This is an optimization exercise on Yosys and OpenROAD, whose aim is small area and a short achievable clock period, not a production implementation. Function was not checked in any run shown here: the RTL went through the layout flow alone. Power and IR drop assume default switching activity.

==> flow/design.v (outline; a module is shown in full before it is edited, if it fits) <==
// module worley_field_pipe: 3914 lines
// module wl_fa: 10 lines
// module wl_ha: 9 lines
module worley_field_pipe #(
  parameter int NUM_PTS    = 4,
  parameter int COORD_W    = 10,
  parameter int H_ACTIVE   = 640,
  parameter int V_ACTIVE   = 480,
  parameter int DIST_SHIFT = 8,
  parameter int OUT_W      = 8
) (
  input  logic               clk,
  input  logic               rst_n,
  input  logic               frame_start,
  input  logic               pix_valid,
  input  logic [COORD_W-1:0] x,
  input  logic [COORD_W-1:0] y,
  output logic               noise_valid,
  output logic [OUT_W-1:0]   noise,
  output logic [2:0]         cell_id,
  output logic               busy
);
  // ...
==> flow/flow/run.sh <==
#!/bin/bash
set -euo pipefail
export SETUP_SLACK_MARGIN=5.3
bash standard.sh synth > synth.log 2>&1
bash standard.sh > layout.log 2>&1
==> flow/standard.sh <==
#!/bin/bash
# synth_recipe.tcl (not shown) runs the flow's synth.tcl, then flattens the netlist and writes it again
# the make line also repeats each setting of config.mk as NAME=value (left out here)
make -C /OpenROAD-flow-scripts/flow DESIGN_CONFIG=/design/flow/config.mk WORK_HOME=/design/flow/orfs CLKGATE_MAP_FILE= SYNTH_SCRIPT=/design/flow/synth_recipe.tcl "${@:-finish}"
==> flow/config.mk <==
export PLATFORM = sky130hd
export DESIGN_NAME = worley_field_pipe
export DESIGN_NICKNAME = worley_field_pipe
export VERILOG_FILES = /design/flow/design.v
export SDC_FILE = /design/flow/constraint.sdc
export NUM_CORES = 4
export LEC_CHECK = 0
export CAP_MARGIN = 20
export CORE_MARGIN = 2
export CORE_UTILIZATION = 50
export SLEW_MARGIN = 20
export SYNTH_HIERARCHICAL = 1
export SYNTH_MINIMUM_KEEP_SIZE = 0
==> flow/constraint.sdc <==
create_clock -name core_clock -period 8.0 [get_ports {clk}]
set_input_delay 1.6000 -clock core_clock [delete_from_list [all_inputs] [get_ports {clk}]]
set_output_delay 1.6000 -clock core_clock [all_outputs]
set_load 0.01 [all_outputs]
==> results.py, run 1 <==
metrics = {
    "finish": {
        "fin_nets": 3589,
        "proportion_of_cell_area_occupied_by_multi_input_gates_pct": 59.4,
        "largest_cell_class": "multi-input combinational cells",
        "final_cell_area_sq_um": 36600,
        "sequential_cell_total": 432,
    },
    "worst_setup_path": {
        "worstPathCellList": "inv_4 > buf_6 > ha_4 > inv_2 > fa_2 > a21o_1 > a21o_1 > fa_2 > xor2_2 > or3_4 > or2_4 > nor2_2 > nand2_1 > nand2_1 > xnor2_1",
        "worstSetupPathType": "register to register",
        "critical_path.endpoint_type": "register",
        "crit_path_start": "xs[0]",
    },
    "timing": {
        "rsz0062_at_grt": "true",
        "timing.hold.ws_ns": 0.322,
        "fmaxAchievable_ghz": 0.332,
        "fin_crit_sh_pct": 37.6,
    },
    "global_routing": {
        "grt_first_pass_wirelength_um": 120000,
    },
    "synthesis": {
        "netlist_top_cells_area": "dfxtp_1 30%, fa_1 26%, and2_1 8.2%",
        "async_flop_share_pct": 0,
        "ys_seq_area_share_pct": 30.2,
        "postSynthCellCount": 2712,
        "synth_compound_gate_area_share_pct": 9.70,
    },
    "clock_network": {
        "root_buffer": "clkbuf_16",
        "clk_pin_slew_ns": 0.06,
        "cts_resized": 478,
    },
    "power": {
        "p_sw_uw": 5770,
        "p_clk_uw": 2310,
    },
    "job": {
        "timing.max_cap.violations": 0,
    },
    "min_path": {
        "hold_crit_class": "register to register",
    },
    "status": {
        "outcome": "complete, no violations",
    },
    "placed_design": {
        "placed_cells": 3472,
        "dp_hpwl_um": 55500,
    },
    "drt": {
        "dr_wl_met2_um": 37700,
    },
}
==> run 2: changes to the inputs <==
--- a/flow/design.v
+++ b/flow/design.v
@@ -31,21 +31,21 @@
       cnt    <= cnt + 3'd1;
       busy_q <= !commit;
     end
   assign busy   = busy_q;
   assign commit = busy_q && cnt == 3'd5;
   logic [0:0] commit_d;
   always_ff @(posedge clk)
     if (!rst_n) commit_d <= '0;
-    else        commit_d <= {commit_d, commit};
+    else        commit_d <= commit;
   logic upd;
   assign upd = commit_d[0];
   logic [9:0] px [4];
-  logic [9:0] py [4];
+  logic [8:0] py [4];
   logic [3:0] vxn, vyn;
   logic [9:0] ux0_c;   
   assign ux0_c[0] = upd;
   assign ux0_c[1] = ux0_c[0] & (px[0][0] ^ vxn[0]);
   assign ux0_c[2] = ux0_c[1] & (px[0][1] ^ vxn[0]);
   assign ux0_c[3] = ux0_c[2] & (px[0][2] ^ vxn[0]);
   assign ux0_c[4] = ux0_c[3] & (px[0][3] ^ vxn[0]);
   assign ux0_c[5] = ux0_c[4] & (px[0][4] ^ vxn[0]);
@@ -57,32 +57,31 @@
   assign ux0_z = ux0_c[9] & (px[0][9] ^ vxn[0]);
   logic ux0_t;
   assign ux0_t = px[0][9:0] == 10'd639;
   logic [9:0] ux0_n;
   assign ux0_n = px[0] ^ ux0_c;
   logic ux0_lo, ux0_hi;
   assign ux0_lo = upd & vxn[0] & ux0_z;
   assign ux0_hi = upd & !vxn[0] & ux0_t;
-  logic [9:0] uy0_c;   
+  logic [8:0] uy0_c;   
   assign uy0_c[1] = upd;
   assign uy0_c[2] = uy0_c[1] & (py[0][1] ^ vyn[0]);
   assign uy0_c[3] = uy0_c[2] & (py[0][2] ^ vyn[0]);
   assign uy0_c[4] = uy0_c[3] & (py[0][3] ^ vyn[0]);
   assign uy0_c[5] = uy0_c[4] & (py[0][4] ^ vyn[0]);
   assign uy0_c[6] = uy0_c[5] & (py[0][5] ^ vyn[0]);
   assign uy0_c[7] = uy0_c[6] & (py[0][6] ^ vyn[0]);
   assign uy0_c[8] = uy0_c[7] & (py[0][7] ^ vyn[0]);
-  assign uy0_c[9] = uy0_c[8] & (py[0][8] ^ vyn[0]);
   assign uy0_c[0] = 1'b0;
   logic uy0_z;
-  assign uy0_z = uy0_c[9] & (py[0][9] ^ vyn[0]);
+  assign uy0_z = uy0_c[8] & (py[0][8] ^ vyn[0]);
   logic uy0_t;
-  assign uy0_t = py[0][9:1] == 9'd239;
-  logic [9:0] uy0_n;
+  assign uy0_t = py[0][8:1] == 8'd239;
+  logic [8:0] uy0_n;
   assign uy0_n = py[0] ^ uy0_c;
   logic uy0_lo, uy0_hi;
   assign uy0_lo = upd & vyn[0] & uy0_z;
   assign uy0_hi = upd & !vyn[0] & uy0_t;
   logic [9:0] ux1_c;   
   assign ux1_c[1] = upd;
   assign ux1_c[2] = ux1_c[1] & (px[1][1] ^ vxn[1]);
   assign ux1_c[3] = ux1_c[2] & (px[1][2] ^ vxn[1]);
@@ -97,60 +96,58 @@
   assign ux1_z = ux1_c[9] & (px[1][9] ^ vxn[1]);
   logic ux1_t;
   assign ux1_t = px[1][9:1] == 9'd319;
   logic [9:0] ux1_n;
   assign ux1_n = px[1] ^ ux1_c;
   logic ux1_lo, ux1_hi;
   assign ux1_lo = upd & vxn[1] & ux1_z;
   assign ux1_hi = upd & !vxn[1] & ux1_t;
-  logic [9:0] uy1_c;   
+  logic [8:0] uy1_c;   
   assign uy1_c[0] = upd;
   assign uy1_c[1] = uy1_c[0] & (py[1][0] ^ vyn[1]);
   assign uy1_c[2] = uy1_c[1] & (py[1][1] ^ vyn[1]);
   assign uy1_c[3] = uy1_c[2] & (py[1][2] ^ vyn[1]);
   assign uy1_c[4] = uy1_c[3] & (py[1][3] ^ vyn[1]);
   assign uy1_c[5] = uy1_c[4] & (py[1][4] ^ vyn[1]);
   assign uy1_c[6] = uy1_c[5] & (py[1][5] ^ vyn[1]);
   assign uy1_c[7] = uy1_c[6] & (py[1][6] ^ vyn[1]);
   assign uy1_c[8] = uy1_c[7] & (py[1][7] ^ vyn[1]);
-  assign uy1_c[9] = uy1_c[8] & (py[1][8] ^ vyn[1]);
   logic uy1_z;
-  assign uy1_z = uy1_c[9] & (py[1][9] ^ vyn[1]);
+  assign uy1_z = uy1_c[8] & (py[1][8] ^ vyn[1]);
   logic uy1_t;
-  assign uy1_t = py[1][9:0] == 10'd479;
-  logic [9:0] uy1_n;
+  assign uy1_t = py[1][8:0] == 9'd479;
+  logic [8:0] uy1_n;
   assign uy1_n = py[1] ^ uy1_c;
   logic uy1_lo, uy1_hi;
   assign uy1_lo = upd & vyn[1] & uy1_z;
   assign uy1_hi = upd & !vyn[1] & uy1_t;
   logic [9:0] ux2_n;
   assign ux2_n = !upd ? px[2] : vxn[2] ? px[2] - 10'd3 : px[2] + 10'd3;
   logic ux2_z, ux2_t;
   assign ux2_z = px[2] < 10'd3;
   assign ux2_t = px[2] > 10'd636;
   logic ux2_lo, ux2_hi;
   assign ux2_lo = upd & vxn[2] & ux2_z;
   assign ux2_hi = upd & !vxn[2] & ux2_t;
-  logic [9:0] uy2_c;   
+  logic [8:0] uy2_c;   
   assign uy2_c[1] = upd;
   assign uy2_c[2] = uy2_c[1] & (py[2][1] ^ vyn[2]);
   assign uy2_c[3] = uy2_c[2] & (py[2][2] ^ vyn[2]);
   assign uy2_c[4] = uy2_c[3] & (py[2][3] ^ vyn[2]);
   assign uy2_c[5] = uy2_c[4] & (py[2][4] ^ vyn[2]);
   assign uy2_c[6] = uy2_c[5] & (py[2][5] ^ vyn[2]);
   assign uy2_c[7] = uy2_c[6] & (py[2][6] ^ vyn[2]);
   assign uy2_c[8] = uy2_c[7] & (py[2][7] ^ vyn[2]);
-  assign uy2_c[9] = uy2_c[8] & (py[2][8] ^ vyn[2]);
   assign uy2_c[0] = 1'b0;
   logic uy2_z;
-  assign uy2_z = uy2_c[9] & (py[2][9] ^ vyn[2]);
+  assign uy2_z = uy2_c[8] & (py[2][8] ^ vyn[2]);
   logic uy2_t;
-  assign uy2_t = py[2][9:1] == 9'd239;
-  logic [9:0] uy2_n;
+  assign uy2_t = py[2][8:1] == 8'd239;
+  logic [8:0] uy2_n;
   assign uy2_n = py[2] ^ uy2_c;
   logic uy2_lo, uy2_hi;
   assign uy2_lo = upd & vyn[2] & uy2_z;
   assign uy2_hi = upd & !vyn[2] & uy2_t;
   logic [9:0] ux3_c;   
   assign ux3_c[0] = upd;
   assign ux3_c[1] = ux3_c[0] & (px[3][0] ^ vxn[3]);
   assign ux3_c[2] = ux3_c[1] & (px[3][1] ^ vxn[3]);
@@ -165,75 +162,74 @@
   assign ux3_z = ux3_c[9] & (px[3][9] ^ vxn[3]);
   logic ux3_t;
   assign ux3_t = px[3][9:0] == 10'd639;
   logic [9:0] ux3_n;
   assign ux3_n = px[3] ^ ux3_c;
   logic ux3_lo, ux3_hi;
   assign ux3_lo = upd & vxn[3] & ux3_z;
   assign ux3_hi = upd & !vxn[3] & ux3_t;
-  logic [9:0] uy3_c;   
+  logic [8:0] uy3_c;   
   assign uy3_c[0] = upd;
   assign uy3_c[1] = uy3_c[0] & (py[3][0] ^ vyn[3]);
   assign uy3_c[2] = uy3_c[1] & (py[3][1] ^ vyn[3]);
   assign uy3_c[3] = uy3_c[2] & (py[3][2] ^ vyn[3]);
   assign uy3_c[4] = uy3_c[3] & (py[3][3] ^ vyn[3]);
   assign uy3_c[5] = uy3_c[4] & (py[3][4] ^ vyn[3]);
   assign uy3_c[6] = uy3_c[5] & (py[3][5] ^ vyn[3]);
   assign uy3_c[7] = uy3_c[6] & (py[3][6] ^ vyn[3]);
   assign uy3_c[8] = uy3_c[7] & (py[3][7] ^ vyn[3]);
-  assign uy3_c[9] = uy3_c[8] & (py[3][8] ^ vyn[3]);
   logic uy3_z;
-  assign uy3_z = uy3_c[9] & (py[3][9] ^ vyn[3]);
+  assign uy3_z = uy3_c[8] & (py[3][8] ^ vyn[3]);
   logic uy3_t;
-  assign uy3_t = py[3][9:0] == 10'd479;
-  logic [9:0] uy3_n;
+  assign uy3_t = py[3][8:0] == 9'd479;
+  logic [8:0] uy3_n;
   assign uy3_n = py[3] ^ uy3_c;
   logic uy3_lo, uy3_hi;
   assign uy3_lo = upd & vyn[3] & uy3_z;
   assign uy3_hi = upd & !vyn[3] & uy3_t;
   always_ff @(posedge clk)
     if (!rst_n) begin
       px[0] <= 10'd128;
-      py[0] <= 10'd96;
+      py[0] <= 9'd96;
       px[1] <= 10'd256;
-      py[1] <= 10'd192;
+      py[1] <= 9'd192;
       px[2] <= 10'd384;
-      py[2] <= 10'd288;
+      py[2] <= 9'd288;
       px[3] <= 10'd512;
-      py[3] <= 10'd384;
+      py[3] <= 9'd384;
       vxn <= 4'b1010;
       vyn <= 4'b0101;
     end else begin
       px[0] <= ux0_lo ? 10'd0 : ux0_hi ? 10'd639 : ux0_n;
       vxn[0] <= vxn[0] ^ (ux0_lo | ux0_hi);
-      py[0] <= uy0_lo ? 10'd0 : uy0_hi ? 10'd479 : uy0_n;
+      py[0] <= uy0_lo ? 9'd0 : uy0_hi ? 9'd479 : uy0_n;
       vyn[0] <= vyn[0] ^ (uy0_lo | uy0_hi);
       px[1] <= ux1_lo ? 10'd0 : ux1_hi ? 10'd639 : ux1_n;
       vxn[1] <= vxn[1] ^ (ux1_lo | ux1_hi);
-      py[1] <= uy1_lo ? 10'd0 : uy1_hi ? 10'd479 : uy1_n;
+      py[1] <= uy1_lo ? 9'd0 : uy1_hi ? 9'd479 : uy1_n;
       vyn[1] <= vyn[1] ^ (uy1_lo | uy1_hi);
       px[2] <= ux2_lo ? 10'd0 : ux2_hi ? 10'd639 : ux2_n;
       vxn[2] <= vxn[2] ^ (ux2_lo | ux2_hi);
-      py[2] <= uy2_lo ? 10'd0 : uy2_hi ? 10'd479 : uy2_n;
+      py[2] <= uy2_lo ? 9'd0 : uy2_hi ? 9'd479 : uy2_n;
       vyn[2] <= vyn[2] ^ (uy2_lo | uy2_hi);
       px[3] <= ux3_lo ? 10'd0 : ux3_hi ? 10'd639 : ux3_n;
       vxn[3] <= vxn[3] ^ (ux3_lo | ux3_hi);
-      py[3] <= uy3_lo ? 10'd0 : uy3_hi ? 10'd479 : uy3_n;
+      py[3] <= uy3_lo ? 9'd0 : uy3_hi ? 9'd479 : uy3_n;
       vyn[3] <= vyn[3] ^ (uy3_lo | uy3_hi);
     end
   logic [9:0] xs, ys;
   always_ff @(posedge clk) begin
     xs <= ~x;
     ys <= ~y;
   end
   logic [4:0] vld;
   always_ff @(posedge clk)
     if (!rst_n) vld <= '0;
-    else        vld <= {vld, pix_valid};
+    else        vld <= {vld[3:0], pix_valid};
   assign noise_valid = vld[4];
   logic sx0_0;
   logic sx0_1;
   logic sx0_2;
   logic sx0_3;
   logic sx0_4;
   logic sx0_5;
   logic sx0_6;
@@ -355,34 +351,18 @@
   assign sx0_58 = sx0_10 ^ sx0_45;
   assign sx0_59 = sx0_12 ^ sx0_39;
   assign sx0_60 = sx0_14 ^ sx0_47;
   assign sx0_61 = sx0_16 ^ sx0_37;
   assign sx0_62 = sx0_18 ^ sx0_49;
   assign sx0_63 = sx0_20 ^ sx0_41;
   logic [10:0] dfx0;
   assign dfx0 = {sx0_63, sx0_62, sx0_61, sx0_60, sx0_59, sx0_58, sx0_57, sx0_56, sx0_55, sx0_54, sx0_53};
-  logic ox0_0;
-  logic ox0_1;
-  logic ox0_2;
-  logic ox0_3;
-  logic ox0_4;
-  logic ox0_5;
-  logic ox0_6;
-  logic ox0_7;
-  assign ox0_0 = dfx0[0] | dfx0[1];
-  assign ox0_1 = ox0_0 | dfx0[2];
-  assign ox0_2 = ox0_1 | dfx0[3];
-  assign ox0_3 = ox0_2 | dfx0[4];
-  assign ox0_4 = ox0_3 | dfx0[5];
-  assign ox0_5 = ox0_4 | dfx0[6];
-  assign ox0_6 = ox0_5 | dfx0[7];
-  assign ox0_7 = ox0_6 | dfx0[8];
   logic [9:0] aax0;
-  assign aax0 = {dfx0[9] ^ (dfx0[10] & ox0_7), dfx0[8] ^ (dfx0[10] & ox0_6), dfx0[7] ^ (dfx0[10] & ox0_5), dfx0[6] ^ (dfx0[10] & ox0_4), dfx0[5] ^ (dfx0[10] & ox0_3), dfx0[4] ^ (dfx0[10] & ox0_2), dfx0[3] ^ (dfx0[10] & ox0_1), dfx0[2] ^ (dfx0[10] & ox0_0), dfx0[1] ^ (dfx0[10] & dfx0[0]), dfx0[0]};
+  assign aax0 = {dfx0[9] ^ (dfx0[10] & ~sx0_50), dfx0[8] ^ (dfx0[10] & ~sx0_38), dfx0[7] ^ (dfx0[10] & ~sx0_48), dfx0[6] ^ (dfx0[10] & ~sx0_40), dfx0[5] ^ (dfx0[10] & ~sx0_46), dfx0[4] ^ (dfx0[10] & ~sx0_34), dfx0[3] ^ (dfx0[10] & ~sx0_44), dfx0[2] ^ (dfx0[10] & ~sx0_24), dfx0[1] ^ (dfx0[10] & ~sx0_0), dfx0[0]};
   logic sy0_0;
   logic sy0_1;
   logic sy0_2;
   logic sy0_3;
   logic sy0_4;
   logic sy0_5;
   logic sy0_6;
   logic sy0_7;
@@ -455,18 +435,18 @@
   assign sy0_10 = py[0][5] ^ ys[5];
   assign sy0_11 = py[0][5] & ys[5];
   assign sy0_12 = py[0][6] ^ ys[6];
   assign sy0_13 = py[0][6] & ys[6];
   assign sy0_14 = py[0][7] ^ ys[7];
   assign sy0_15 = py[0][7] & ys[7];
   assign sy0_16 = py[0][8] ^ ys[8];
   assign sy0_17 = py[0][8] & ys[8];
-  assign sy0_18 = py[0][9] ^ ys[9];
-  assign sy0_19 = py[0][9] & ys[9];
+  assign sy0_18 = 1'b0 ^ ys[9];
+  assign sy0_19 = 1'b0 & ys[9];
   assign sy0_20 = 1'b0 ^ 1'b1;
   assign sy0_21 = 1'b0 & 1'b1;
   assign sy0_22 = sy0_1 | (sy0_0 & 1'b1);
   assign sy0_23 = sy0_3 | (sy0_2 & sy0_22);
   assign sy0_24 = sy0_2 & sy0_0;
   assign sy0_25 = sy0_7 | (sy0_6 & sy0_5);
   assign sy0_26 = sy0_6 & sy0_4;
   assign sy0_27 = sy0_11 | (sy0_10 & sy0_9);
@@ -503,34 +483,18 @@
   assign sy0_58 = sy0_10 ^ sy0_45;
   assign sy0_59 = sy0_12 ^ sy0_39;
   assign sy0_60 = sy0_14 ^ sy0_47;
   assign sy0_61 = sy0_16 ^ sy0_37;
   assign sy0_62 = sy0_18 ^ sy0_49;
   assign sy0_63 = sy0_20 ^ sy0_41;
   logic [10:0] dfy0;
   assign dfy0 = {sy0_63, sy0_62, sy0_61, sy0_60, sy0_59, sy0_58, sy0_57, sy0_56, sy0_55, sy0_54, sy0_53};
-  logic oy0_0;
-  logic oy0_1;
-  logic oy0_2;
-  logic oy0_3;
-  logic oy0_4;
-  logic oy0_5;
-  logic oy0_6;
-  logic oy0_7;
-  assign oy0_0 = dfy0[0] | dfy0[1];
-  assign oy0_1 = oy0_0 | dfy0[2];
-  assign oy0_2 = oy0_1 | dfy0[3];
-  assign oy0_3 = oy0_2 | dfy0[4];
-  assign oy0_4 = oy0_3 | dfy0[5];
-  assign oy0_5 = oy0_4 | dfy0[6];
-  assign oy0_6 = oy0_5 | dfy0[7];
-  assign oy0_7 = oy0_6 | dfy0[8];
   logic [9:0] aay0;
-  assign aay0 = {dfy0[9] ^ (dfy0[10] & oy0_7), dfy0[8] ^ (dfy0[10] & oy0_6), dfy0[7] ^ (dfy0[10] & oy0_5), dfy0[6] ^ (dfy0[10] & oy0_4), dfy0[5] ^ (dfy0[10] & oy0_3), dfy0[4] ^ (dfy0[10] & oy0_2), dfy0[3] ^ (dfy0[10] & oy0_1), dfy0[2] ^ (dfy0[10] & oy0_0), dfy0[1] ^ (dfy0[10] & dfy0[0]), dfy0[0]};
+  assign aay0 = {dfy0[9] ^ (dfy0[10] & ~sy0_50), dfy0[8] ^ (dfy0[10] & ~sy0_38), dfy0[7] ^ (dfy0[10] & ~sy0_48), dfy0[6] ^ (dfy0[10] & ~sy0_40), dfy0[5] ^ (dfy0[10] & ~sy0_46), dfy0[4] ^ (dfy0[10] & ~sy0_34), dfy0[3] ^ (dfy0[10] & ~sy0_44), dfy0[2] ^ (dfy0[10] & ~sy0_24), dfy0[1] ^ (dfy0[10] & ~sy0_0), dfy0[0]};
   logic sx1_0;
   logic sx1_1;
   logic sx1_2;
   logic sx1_3;
   logic sx1_4;
   logic sx1_5;
   logic sx1_6;
   logic sx1_7;
@@ -651,34 +615,18 @@
   assign sx1_58 = sx1_10 ^ sx1_45;
   assign sx1_59 = sx1_12 ^ sx1_39;
   assign sx1_60 = sx1_14 ^ sx1_47;
   assign sx1_61 = sx1_16 ^ sx1_37;
   assign sx1_62 = sx1_18 ^ sx1_49;
   assign sx1_63 = sx1_20 ^ sx1_41;
   logic [10:0] dfx1;
   assign dfx1 = {sx1_63, sx1_62, sx1_61, sx1_60, sx1_59, sx1_58, sx1_57, sx1_56, sx1_55, sx1_54, sx1_53};
-  logic ox1_0;
-  logic ox1_1;
-  logic ox1_2;
-  logic ox1_3;
-  logic ox1_4;
-  logic ox1_5;
-  logic ox1_6;
-  logic ox1_7;
-  assign ox1_0 = dfx1[0] | dfx1[1];
-  assign ox1_1 = ox1_0 | dfx1[2];
-  assign ox1_2 = ox1_1 | dfx1[3];
-  assign ox1_3 = ox1_2 | dfx1[4];
-  assign ox1_4 = ox1_3 | dfx1[5];
-  assign ox1_5 = ox1_4 | dfx1[6];
-  assign ox1_6 = ox1_5 | dfx1[7];
-  assign ox1_7 = ox1_6 | dfx1[8];
   logic [9:0] aax1;
-  assign aax1 = {dfx1[9] ^ (dfx1[10] & ox1_7), dfx1[8] ^ (dfx1[10] & ox1_6), dfx1[7] ^ (dfx1[10] & ox1_5), dfx1[6] ^ (dfx1[10] & ox1_4), dfx1[5] ^ (dfx1[10] & ox1_3), dfx1[4] ^ (dfx1[10] & ox1_2), dfx1[3] ^ (dfx1[10] & ox1_1), dfx1[2] ^ (dfx1[10] & ox1_0), dfx1[1] ^ (dfx1[10] & dfx1[0]), dfx1[0]};
+  assign aax1 = {dfx1[9] ^ (dfx1[10] & ~sx1_50), dfx1[8] ^ (dfx1[10] & ~sx1_38), dfx1[7] ^ (dfx1[10] & ~sx1_48), dfx1[6] ^ (dfx1[10] & ~sx1_40), dfx1[5] ^ (dfx1[10] & ~sx1_46), dfx1[4] ^ (dfx1[10] & ~sx1_34), dfx1[3] ^ (dfx1[10] & ~sx1_44), dfx1[2] ^ (dfx1[10] & ~sx1_24), dfx1[1] ^ (dfx1[10] & ~sx1_0), dfx1[0]};
   logic sy1_0;
   logic sy1_1;
   logic sy1_2;
   logic sy1_3;
   logic sy1_4;
   logic sy1_5;
   logic sy1_6;
   logic sy1_7;
@@ -751,18 +699,18 @@
   assign sy1_10 = py[1][5] ^ ys[5];
   assign sy1_11 = py[1][5] & ys[5];
   assign sy1_12 = py[1][6] ^ ys[6];
   assign sy1_13 = py[1][6] & ys[6];
   assign sy1_14 = py[1][7] ^ ys[7];
   assign sy1_15 = py[1][7] & ys[7];
   assign sy1_16 = py[1][8] ^ ys[8];
   assign sy1_17 = py[1][8] & ys[8];
-  assign sy1_18 = py[1][9] ^ ys[9];
-  assign sy1_19 = py[1][9] & ys[9];
+  assign sy1_18 = 1'b0 ^ ys[9];
+  assign sy1_19 = 1'b0 & ys[9];
   assign sy1_20 = 1'b0 ^ 1'b1;
   assign sy1_21 = 1'b0 & 1'b1;
   assign sy1_22 = sy1_1 | (sy1_0 & 1'b1);
   assign sy1_23 = sy1_3 | (sy1_2 & sy1_22);
   assign sy1_24 = sy1_2 & sy1_0;
   assign sy1_25 = sy1_7 | (sy1_6 & sy1_5);
   assign sy1_26 = sy1_6 & sy1_4;
   assign sy1_27 = sy1_11 | (sy1_10 & sy1_9);
@@ -799,34 +747,18 @@
   assign sy1_58 = sy1_10 ^ sy1_45;
   assign sy1_59 = sy1_12 ^ sy1_39;
   assign sy1_60 = sy1_14 ^ sy1_47;
   assign sy1_61 = sy1_16 ^ sy1_37;
   assign sy1_62 = sy1_18 ^ sy1_49;
   assign sy1_63 = sy1_20 ^ sy1_41;
   logic [10:0] dfy1;
   assign dfy1 = {sy1_63, sy1_62, sy1_61, sy1_60, sy1_59, sy1_58, sy1_57, sy1_56, sy1_55, sy1_54, sy1_53};
-  logic oy1_0;
-  logic oy1_1;
-  logic oy1_2;
-  logic oy1_3;
-  logic oy1_4;
-  logic oy1_5;
-  logic oy1_6;
-  logic oy1_7;
-  assign oy1_0 = dfy1[0] | dfy1[1];
-  assign oy1_1 = oy1_0 | dfy1[2];
-  assign oy1_2 = oy1_1 | dfy1[3];
-  assign oy1_3 = oy1_2 | dfy1[4];
-  assign oy1_4 = oy1_3 | dfy1[5];
-  assign oy1_5 = oy1_4 | dfy1[6];
-  assign oy1_6 = oy1_5 | dfy1[7];
-  assign oy1_7 = oy1_6 | dfy1[8];
   logic [9:0] aay1;
-  assign aay1 = {dfy1[9] ^ (dfy1[10] & oy1_7), dfy1[8] ^ (dfy1[10] & oy1_6), dfy1[7] ^ (dfy1[10] & oy1_5), dfy1[6] ^ (dfy1[10] & oy1_4), dfy1[5] ^ (dfy1[10] & oy1_3), dfy1[4] ^ (dfy1[10] & oy1_2), dfy1[3] ^ (dfy1[10] & oy1_1), dfy1[2] ^ (dfy1[10] & oy1_0), dfy1[1] ^ (dfy1[10] & dfy1[0]), dfy1[0]};
+  assign aay1 = {dfy1[9] ^ (dfy1[10] & ~sy1_50), dfy1[8] ^ (dfy1[10] & ~sy1_38), dfy1[7] ^ (dfy1[10] & ~sy1_48), dfy1[6] ^ (dfy1[10] & ~sy1_40), dfy1[5] ^ (dfy1[10] & ~sy1_46), dfy1[4] ^ (dfy1[10] & ~sy1_34), dfy1[3] ^ (dfy1[10] & ~sy1_44), dfy1[2] ^ (dfy1[10] & ~sy1_24), dfy1[1] ^ (dfy1[10] & ~sy1_0), dfy1[0]};
   logic sx2_0;
   logic sx2_1;
   logic sx2_2;
   logic sx2_3;
   logic sx2_4;
   logic sx2_5;
   logic sx2_6;
   logic sx2_7;
@@ -947,34 +879,18 @@
   assign sx2_58 = sx2_10 ^ sx2_45;
   assign sx2_59 = sx2_12 ^ sx2_39;
   assign sx2_60 = sx2_14 ^ sx2_47;
   assign sx2_61 = sx2_16 ^ sx2_37;
   assign sx2_62 = sx2_18 ^ sx2_49;
   assign sx2_63 = sx2_20 ^ sx2_41;
   logic [10:0] dfx2;
   assign dfx2 = {sx2_63, sx2_62, sx2_61, sx2_60, sx2_59, sx2_58, sx2_57, sx2_56, sx2_55, sx2_54, sx2_53};
-  logic ox2_0;
-  logic ox2_1;
-  logic ox2_2;
-  logic ox2_3;
-  logic ox2_4;
-  logic ox2_5;
-  logic ox2_6;
-  logic ox2_7;
-  assign ox2_0 = dfx2[0] | dfx2[1];
-  assign ox2_1 = ox2_0 | dfx2[2];
-  assign ox2_2 = ox2_1 | dfx2[3];
-  assign ox2_3 = ox2_2 | dfx2[4];
-  assign ox2_4 = ox2_3 | dfx2[5];
-  assign ox2_5 = ox2_4 | dfx2[6];
-  assign ox2_6 = ox2_5 | dfx2[7];
-  assign ox2_7 = ox2_6 | dfx2[8];
   logic [9:0] aax2;
-  assign aax2 = {dfx2[9] ^ (dfx2[10] & ox2_7), dfx2[8] ^ (dfx2[10] & ox2_6), dfx2[7] ^ (dfx2[10] & ox2_5), dfx2[6] ^ (dfx2[10] & ox2_4), dfx2[5] ^ (dfx2[10] & ox2_3), dfx2[4] ^ (dfx2[10] & ox2_2), dfx2[3] ^ (dfx2[10] & ox2_1), dfx2[2] ^ (dfx2[10] & ox2_0), dfx2[1] ^ (dfx2[10] & dfx2[0]), dfx2[0]};
+  assign aax2 = {dfx2[9] ^ (dfx2[10] & ~sx2_50), dfx2[8] ^ (dfx2[10] & ~sx2_38), dfx2[7] ^ (dfx2[10] & ~sx2_48), dfx2[6] ^ (dfx2[10] & ~sx2_40), dfx2[5] ^ (dfx2[10] & ~sx2_46), dfx2[4] ^ (dfx2[10] & ~sx2_34), dfx2[3] ^ (dfx2[10] & ~sx2_44), dfx2[2] ^ (dfx2[10] & ~sx2_24), dfx2[1] ^ (dfx2[10] & ~sx2_0), dfx2[0]};
   logic sy2_0;
   logic sy2_1;
   logic sy2_2;
   logic sy2_3;
   logic sy2_4;
   logic sy2_5;
   logic sy2_6;
   logic sy2_7;
@@ -1047,18 +963,18 @@
   assign sy2_10 = py[2][5] ^ ys[5];
   assign sy2_11 = py[2][5] & ys[5];
   assign sy2_12 = py[2][6] ^ ys[6];
   assign sy2_13 = py[2][6] & ys[6];
   assign sy2_14 = py[2][7] ^ ys[7];
   assign sy2_15 = py[2][7] & ys[7];
   assign sy2_16 = py[2][8] ^ ys[8];
   assign sy2_17 = py[2][8] & ys[8];
-  assign sy2_18 = py[2][9] ^ ys[9];
-  assign sy2_19 = py[2][9] & ys[9];
+  assign sy2_18 = 1'b0 ^ ys[9];
+  assign sy2_19 = 1'b0 & ys[9];
   assign sy2_20 = 1'b0 ^ 1'b1;
   assign sy2_21 = 1'b0 & 1'b1;
   assign sy2_22 = sy2_1 | (sy2_0 & 1'b1);
   assign sy2_23 = sy2_3 | (sy2_2 & sy2_22);
   assign sy2_24 = sy2_2 & sy2_0;
   assign sy2_25 = sy2_7 | (sy2_6 & sy2_5);
   assign sy2_26 = sy2_6 & sy2_4;
   assign sy2_27 = sy2_11 | (sy2_10 & sy2_9);
@@ -1095,34 +1011,18 @@
   assign sy2_58 = sy2_10 ^ sy2_45;
   assign sy2_59 = sy2_12 ^ sy2_39;
   assign sy2_60 = sy2_14 ^ sy2_47;
   assign sy2_61 = sy2_16 ^ sy2_37;
   assign sy2_62 = sy2_18 ^ sy2_49;
   assign sy2_63 = sy2_20 ^ sy2_41;
   logic [10:0] dfy2;
   assign dfy2 = {sy2_63, sy2_62, sy2_61, sy2_60, sy2_59, sy2_58, sy2_57, sy2_56, sy2_55, sy2_54, sy2_53};
-  logic oy2_0;
-  logic oy2_1;
-  logic oy2_2;
-  logic oy2_3;
-  logic oy2_4;
-  logic oy2_5;
-  logic oy2_6;
-  logic oy2_7;
-  assign oy2_0 = dfy2[0] | dfy2[1];
-  assign oy2_1 = oy2_0 | dfy2[2];
-  assign oy2_2 = oy2_1 | dfy2[3];
-  assign oy2_3 = oy2_2 | dfy2[4];
-  assign oy2_4 = oy2_3 | dfy2[5];
-  assign oy2_5 = oy2_4 | dfy2[6];
-  assign oy2_6 = oy2_5 | dfy2[7];
-  assign oy2_7 = oy2_6 | dfy2[8];
   logic [9:0] aay2;
-  assign aay2 = {dfy2[9] ^ (dfy2[10] & oy2_7), dfy2[8] ^ (dfy2[10] & oy2_6), dfy2[7] ^ (dfy2[10] & oy2_5), dfy2[6] ^ (dfy2[10] & oy2_4), dfy2[5] ^ (dfy2[10] & oy2_3), dfy2[4] ^ (dfy2[10] & oy2_2), dfy2[3] ^ (dfy2[10] & oy2_1), dfy2[2] ^ (dfy2[10] & oy2_0), dfy2[1] ^ (dfy2[10] & dfy2[0]), dfy2[0]};
+  assign aay2 = {dfy2[9] ^ (dfy2[10] & ~sy2_50), dfy2[8] ^ (dfy2[10] & ~sy2_38), dfy2[7] ^ (dfy2[10] & ~sy2_48), dfy2[6] ^ (dfy2[10] & ~sy2_40), dfy2[5] ^ (dfy2[10] & ~sy2_46), dfy2[4] ^ (dfy2[10] & ~sy2_34), dfy2[3] ^ (dfy2[10] & ~sy2_44), dfy2[2] ^ (dfy2[10] & ~sy2_24), dfy2[1] ^ (dfy2[10] & ~sy2_0), dfy2[0]};
   logic sx3_0;
   logic sx3_1;
   logic sx3_2;
   logic sx3_3;
   logic sx3_4;
   logic sx3_5;
   logic sx3_6;
   logic sx3_7;
@@ -1243,34 +1143,18 @@
   assign sx3_58 = sx3_10 ^ sx3_45;
   assign sx3_59 = sx3_12 ^ sx3_39;
   assign sx3_60 = sx3_14 ^ sx3_47;
   assign sx3_61 = sx3_16 ^ sx3_37;
   assign sx3_62 = sx3_18 ^ sx3_49;
   assign sx3_63 = sx3_20 ^ sx3_41;
   logic [10:0] dfx3;
   assign dfx3 = {sx3_63, sx3_62, sx3_61, sx3_60, sx3_59, sx3_58, sx3_57, sx3_56, sx3_55, sx3_54, sx3_53};
-  logic ox3_0;
-  logic ox3_1;
-  logic ox3_2;
-  logic ox3_3;
-  logic ox3_4;
-  logic ox3_5;
-  logic ox3_6;
-  logic ox3_7;
-  assign ox3_0 = dfx3[0] | dfx3[1];
-  assign ox3_1 = ox3_0 | dfx3[2];
-  assign ox3_2 = ox3_1 | dfx3[3];
-  assign ox3_3 = ox3_2 | dfx3[4];
-  assign ox3_4 = ox3_3 | dfx3[5];
-  assign ox3_5 = ox3_4 | dfx3[6];
-  assign ox3_6 = ox3_5 | dfx3[7];
-  assign ox3_7 = ox3_6 | dfx3[8];
   logic [9:0] aax3;
-  assign aax3 = {dfx3[9] ^ (dfx3[10] & ox3_7), dfx3[8] ^ (dfx3[10] & ox3_6), dfx3[7] ^ (dfx3[10] & ox3_5), dfx3[6] ^ (dfx3[10] & ox3_4), dfx3[5] ^ (dfx3[10] & ox3_3), dfx3[4] ^ (dfx3[10] & ox3_2), dfx3[3] ^ (dfx3[10] & ox3_1), dfx3[2] ^ (dfx3[10] & ox3_0), dfx3[1] ^ (dfx3[10] & dfx3[0]), dfx3[0]};
+  assign aax3 = {dfx3[9] ^ (dfx3[10] & ~sx3_50), dfx3[8] ^ (dfx3[10] & ~sx3_38), dfx3[7] ^ (dfx3[10] & ~sx3_48), dfx3[6] ^ (dfx3[10] & ~sx3_40), dfx3[5] ^ (dfx3[10] & ~sx3_46), dfx3[4] ^ (dfx3[10] & ~sx3_34), dfx3[3] ^ (dfx3[10] & ~sx3_44), dfx3[2] ^ (dfx3[10] & ~sx3_24), dfx3[1] ^ (dfx3[10] & ~sx3_0), dfx3[0]};
   logic sy3_0;
   logic sy3_1;
   logic sy3_2;
   logic sy3_3;
   logic sy3_4;
   logic sy3_5;
   logic sy3_6;
   logic sy3_7;
@@ -1343,18 +1227,18 @@
   assign sy3_10 = py[3][5] ^ ys[5];
   assign sy3_11 = py[3][5] & ys[5];
   assign sy3_12 = py[3][6] ^ ys[6];
   assign sy3_13 = py[3][6] & ys[6];
   assign sy3_14 = py[3][7] ^ ys[7];
   assign sy3_15 = py[3][7] & ys[7];
   assign sy3_16 = py[3][8] ^ ys[8];
   assign sy3_17 = py[3][8] & ys[8];
-  assign sy3_18 = py[3][9] ^ ys[9];
-  assign sy3_19 = py[3][9] & ys[9];
+  assign sy3_18 = 1'b0 ^ ys[9];
+  assign sy3_19 = 1'b0 & ys[9];
   assign sy3_20 = 1'b0 ^ 1'b1;
   assign sy3_21 = 1'b0 & 1'b1;
   assign sy3_22 = sy3_1 | (sy3_0 & 1'b1);
   assign sy3_23 = sy3_3 | (sy3_2 & sy3_22);
   assign sy3_24 = sy3_2 & sy3_0;
   assign sy3_25 = sy3_7 | (sy3_6 & sy3_5);
   assign sy3_26 = sy3_6 & sy3_4;
   assign sy3_27 = sy3_11 | (sy3_10 & sy3_9);
@@ -1391,34 +1275,18 @@
   assign sy3_58 = sy3_10 ^ sy3_45;
   assign sy3_59 = sy3_12 ^ sy3_39;
   assign sy3_60 = sy3_14 ^ sy3_47;
   assign sy3_61 = sy3_16 ^ sy3_37;
   assign sy3_62 = sy3_18 ^ sy3_49;
   assign sy3_63 = sy3_20 ^ sy3_41;
   logic [10:0] dfy3;
   assign dfy3 = {sy3_63, sy3_62, sy3_61, sy3_60, sy3_59, sy3_58, sy3_57, sy3_56, sy3_55, sy3_54, sy3_53};
-  logic oy3_0;
-  logic oy3_1;
-  logic oy3_2;
-  logic oy3_3;
-  logic oy3_4;
-  logic oy3_5;
-  logic oy3_6;
-  logic oy3_7;
-  assign oy3_0 = dfy3[0] | dfy3[1];
-  assign oy3_1 = oy3_0 | dfy3[2];
-  assign oy3_2 = oy3_1 | dfy3[3];
-  assign oy3_3 = oy3_2 | dfy3[4];
-  assign oy3_4 = oy3_3 | dfy3[5];
-  assign oy3_5 = oy3_4 | dfy3[6];
-  assign oy3_6 = oy3_5 | dfy3[7];
-  assign oy3_7 = oy3_6 | dfy3[8];
   logic [9:0] aay3;
-  assign aay3 = {dfy3[9] ^ (dfy3[10] & oy3_7), dfy3[8] ^ (dfy3[10] & oy3_6), dfy3[7] ^ (dfy3[10] & oy3_5), dfy3[6] ^ (dfy3[10] & oy3_4), dfy3[5] ^ (dfy3[10] & oy3_3), dfy3[4] ^ (dfy3[10] & oy3_2), dfy3[3] ^ (dfy3[10] & oy3_1), dfy3[2] ^ (dfy3[10] & oy3_0), dfy3[1] ^ (dfy3[10] & dfy3[0]), dfy3[0]};
+  assign aay3 = {dfy3[9] ^ (dfy3[10] & ~sy3_50), dfy3[8] ^ (dfy3[10] & ~sy3_38), dfy3[7] ^ (dfy3[10] & ~sy3_48), dfy3[6] ^ (dfy3[10] & ~sy3_40), dfy3[5] ^ (dfy3[10] & ~sy3_46), dfy3[4] ^ (dfy3[10] & ~sy3_34), dfy3[3] ^ (dfy3[10] & ~sy3_44), dfy3[2] ^ (dfy3[10] & ~sy3_24), dfy3[1] ^ (dfy3[10] & ~sy3_0), dfy3[0]};
   logic [9:0] ax0;
   always_ff @(posedge clk) ax0 <= aax0;
   logic [9:0] ay0;
   always_ff @(posedge clk) ay0 <= aay0;
   logic [9:0] ax1;
   always_ff @(posedge clk) ax1 <= aax1;
   logic [9:0] ay1;
   always_ff @(posedge clk) ay1 <= aay1;
==> flow/run.sh (new file) <==
#!/bin/bash
# synth_recipe.tcl (not shown) runs the flow's synth.tcl, then flattens the netlist and writes it again
# the make line also repeats each setting of config.mk as NAME=value (left out here)
make -C /OpenROAD-flow-scripts/flow DESIGN_CONFIG=/design/flow/config.mk WORK_HOME=/design/flow/orfs CLKGATE_MAP_FILE= SYNTH_SCRIPT=/design/flow/synth_recipe.tcl finish
==> flow/config.mk (replaced) <==
export PLATFORM = sky130hd
export DESIGN_NAME = worley_field_pipe
export DESIGN_NICKNAME = worley_field_pipe
export VERILOG_FILES = /design/flow/design.v
export SDC_FILE = /design/flow/constraint.sdc
export NUM_CORES = 4
export LEC_CHECK = 0
export CAP_MARGIN = 20
export CORE_MARGIN = 2
export CORE_UTILIZATION = 50
export SETUP_SLACK_MARGIN = 5.0
export SLEW_MARGIN = 20
export SYNTH_HIERARCHICAL = 1
export SYNTH_MINIMUM_KEEP_SIZE = 0
removed: flow/flow/run.sh
removed: flow/standard.sh
==> run 2 against run 1 <==
- global-route usage decreased by 1.9 points
- clock power grew 2%
- fmax decreased by 2.4%
- largest cell class unchanged
- synthesized area decreased by 0.30%
- critical endpoint is now d1[19]
- synthesized cell count decreased by 1.6%
- register-to-register slack worse by 0.08 ns
- die area fell by 0.30%
- first-iteration DRC count grew 7.1%
- still clean on timing, DRC and antenna
- clock skew decreased by 0.017 ns
- non-clock buffer count shrank 175
==> results.py, run 2 <==
metrics = {
    "status": {
        "outcome": "complete, no violations",
    },
    "global_routing": {
        "overflow": 0,
        "antenna_violations_before_repair": 2,
        "grt_first_pass_wirelength_um": 112000,
        "vias_in_the_first_global_route": 20500,
        "grt_start_max_net_pins": 39,
        "groute.usage.overall_pct": 24.0,
    },
    "power": {
        "p_per_area_nw_per_um2": 368,
        "combPwrFrac_pct": 49.4,
        "p_sw_uw": 4820,
        "cellInternalPower_uw": 7200,
        "leakage_uw": 0.0144,
        "power_frac_clock_pct": 19.5,
        "seq_power_share_pct": 31.1,
        "switching_share_pct": 40.1,
        "peakVddDrop_mv": 0.172,
        "fin_total_pwr_uw": 12000,
    },
    "worst_setup_path": {
        "critical_path.endpoint_type": "register",
        "cp_max_fo": 2,
        "critPathArrivalTime_ns": 3.56,
        "worstPathCellList": "inv_2 > fa_2 > inv_2 > fa_2 > a21o_1 > a21o_1 > a21o_1 > a21o_1 > a21o_1 > a211o_1 > a21o_1 > a21o_1 > fa_2 > xor2_1",
        "timing.critical_path.slowest_stage_cell": "fa_2",
        "start_kind": "register",
        "cp_common_cell": "a21o_1",
        "timing.critical_path.slowest_cell_delay_ns": 0.34,
        "worstSetupPathType": "register to register",
        "timing.critical_path.required_ns": 8.47,
    },
    "finish": {
        "fin_nets": 3371,
        "mostFrequentLayoutCells": "358 x and2_1, 336 x dfxtp_1, 303 x fa_1, 169 x ha_1, 148 x nand2_1",
        "top_regs": "px: 40 flops, py: 36 flops",
        "fin_util_pct": 57.9,
        "largest_register_ffs": 40,
        "registers.top_by_ff_count": "px",
        "area.growth.synth_to_final_pct": 14.3,
        "final_layout_size_suffix_gt1_share_pct": 15.4,
        "fin_cells": 3600,
        "layout.cells.most_common": "and2_1",
        "fillerInstances": 4820,
    },
    "timing": {
        "setup-violations-final": 0,
        "worst_slew_pin_slew_ns": 0.699,
        "final_max_slew_viol_count": 0,
        "fin_crit_sh_pct": 38.6,
        "finalHoldViolCount": 0,
        "finClkSkew_ns": 0.0127,
        "worst_slack_ns": 4.92,
        "rsz0062_at_grt": "true",
        "post-route-min-period_ns": 3.08,
        "slew_headroom_pct": 53.1,
        "setup_tns_ns": 0,
        "fmaxAchievable_ghz": 0.324,
    },
    "synthesis": {
        "yosysWarningCount": 9,
        "mappedNetlistArea_sq_um": 28600,
        "synth_most_common_cell": "dfxtp_1",
        "yosys-top-cells-count": "428 x dfxtp_1, 372 x fa_1, 365 x and2_1",
        "netlist_top_cells_area": "dfxtp_1 30%, fa_1 26%, and2_1 8.0%",
        "post_synth.cell_area_avg_sq_um": 10.7,
        "leading_area_contributor_after_synthesis": "dfxtp_1",
        "async_flop_share_pct": 0,
        "synth_ff_type": "dfxtp_1",
        "synth.ff_latch_count": 428,
        "synth.lib_cells_used.distinct": 82,
        "postSynthCellCount": 2668,
        "ys_seq_area_share_pct": 30.0,
        "synth_fp_nets": 3236,
        "synth_enable_flop_cells": 0,
        "portion_of_synthesized_cell_area_occupied_by_the_leading_cell_type_pct": 30.0,
    },
    "clock_network": {
        "cts_tree": "done",
        "clock_sink_count": 428,
        "clk_pin_slew_ns": 0.06,
        "clock_path_buffers": 3,
        "h-tree-depth": 2,
        "cts_hold_buf": 0,
        "cts_buffers": 49,
        "root_buffer": "clkbuf_16",
        "latest_clock_arrival_within_the_worst_skew_pair_ns": 0.59,
    },
    "drt": {
        "routed_wire_length_per_instance_um": 19.5,
        "dr.pass1.iters": 7,
        "routed_via_density": 5.39,
        "drt.antenna.violating_nets": 0,
        "initialDrtViolationCount": 1099,
        "post_route_wl_um": 70100,
        "detailroute.via_count": 19400,
        "drc": 0,
    },
    "die": {
        "dieWidth_um": 243,
        "io-pin-count": 37,
        "die_area_sq_um": 59100,
        "chipHeight_um": 243,
        "floorplan.core_area_sq_um": 56500,
        "core.rowCount": 87,
        "start_util_pct": 50.6,
    },
    "job": {
        "timing.max_cap.violations": 0,
    },
    "placed_design": {
        "place.port_buffers": 35,
        "gpl.final_weighted_congestion": 0.868,
        "preCtsSetupSlack_ns": 4.61,
        "placed_cells": 3428,
        "dp_hpwl_um": 54700,
    },
    "min_path": {
        "hold_crit_class": "register to register",
    },
}
[run 2: cell types whose count changed in the layout (fill, tap and decap cells not counted), moves of 48 or more]
cell / change
and2_1: +48
and2_4: -59
buf_4: -101
buf_6: -70
fa_1: +103
fa_2: -103
[run 2: critical path, delay by kind of cell (launching register included)]
family	cells	cell delay [ns]
xor+xnor	1	0.14
compound gates	8	1.57
fa+ha+maj	3	0.87
flops	1	0.31
buf+inv	2	0.09
[run 2: cells by family (layout without fill, tap and decap cells)]
family                   after synthesis  count (layout)  share of synthesized area [%]
flip-flops                           428             428                           30.0
multiplexers                           6               6                          0.210
AO/OA/AOI/OAI                        432             432                           10.4
other                                  1               2                         0.0131
AND/OR/NAND/NOR                      845             845                           16.2
adder cells (fa/ha/maj)              563             563                           34.3
XOR/XNOR                             206             206                           6.31
buffers and inverters                187             362                           2.63
[run 2: modules after synthesis (local to each module, per instance)]
module,cells,flops+latches,times used,cell area (sq um)
worley_field_pipe,2324,428,1,22000
wl_fa,1,0,300,20.0
wl_ha,1,0,44,12.5
[run 2: worst paths after layout]
path	depth (start not counted)	start	slack, ns	end
worst max-delay path	14	ra1[0]	4.92	d1[19]
worst min-delay path	0	rl1[3]	0.33	d1[3]
worst max register to register	14	ra1[0]	4.92	d1[19]
worst min register to register	0	rl1[3]	0.33	d1[3]
[run 2: power by group through the flow]
stage / clock [uW] / sequential, uW / combinational (uW)
after floorplan: 0 / 3380 / 3950
after global placement: 0 / 3770 / 5410
after detailed placement: 0 / 3780 / 5550
after CTS: 2400 / 3750 / 5720
after global routing: 2490 / 3830 / 6740
final: 2350 / 3740 / 5940
[run 2: final cells by class]
| type | count | area (sq um) | area share (%) |
|---|---|---|---|
| tap | 756 | 946 | 2.89 |
| clock buffer | 60 | 1370 | 4.19 |
| clock inverter | 31 | 337 | 1.03 |
| antenna | 1 | 2.50 | 0.00766 |
| timing repair buffer | 119 | 983 | 3.01 |
| multi-input combinational | 2053 | 19600 | 60.0 |
| inverter | 152 | 571 | 1.75 |
| sequential | 428 | 8870 | 27.1 |
[run 2: per-stage QoR]
step           hold slack [ns]  instance area (sq um)
3_5_place_dp             0.312                  29800
2_1_floorplan            0.310                  28600
6_report                 0.326                  32700
3_3_place_gp             0.312                  29800
5_1_grt                  0.332                  32700
4_1_cts                  0.327                  31900
[run 2: what timing repair did]
action | 4_1_cts | 5_1_grt
pin swaps | 52 | 67
cloned | 0 | 0
gates resized for setup | 174 | 125
setup endpoints to repair | 92 | 109
buffers inserted | 28 | 52
[run 2: metal layers]
layer  global-route usage (%)  vias up  share of wire (%)
met2                     40.9      394                 49
met5                        0        -                  0
met1                     32.1     9718                 45
met4                     6.91        0                2.6
li1                         -     9192                  -
met3                     2.94      109                4.0

re-timing with driven ports:
The flow's constraints put no driver on any port. The routed layouts listed below were extracted and timed again, unchanged, in two steps.
Step 1 (the two cells are an assumption about what drives the block):
set clk [get_ports {clk}]
set_driving_cell -lib_cell sky130_fd_sc_hd__clkbuf_16 $clk
set_driving_cell -lib_cell sky130_fd_sc_hd__buf_2 [delete_from_list [all_inputs] $clk]
Step 2 times the ports against the registers' clock, not the clock port: input delays grow and output delays shrink by t, the midpoint of the rising clock arrivals with the driver on.
a / b / c = ideal ports / drivers / drivers and shift; a / b = the first two.
run	t, ns	slack for setup (ns)	latest minus earliest clock arrival (ns)
run 1	0.662	4.991 / 4.991 / 4.991	0.032 / 0.032
run 2	0.642	4.915 / 4.915 / 4.882	0.014 / 0.014
After both steps every run listed still meets setup and hold. For run 2, which loses most, drivers alone change the setup slack by 0.000 ns; drivers and shift together by -0.033 ns.
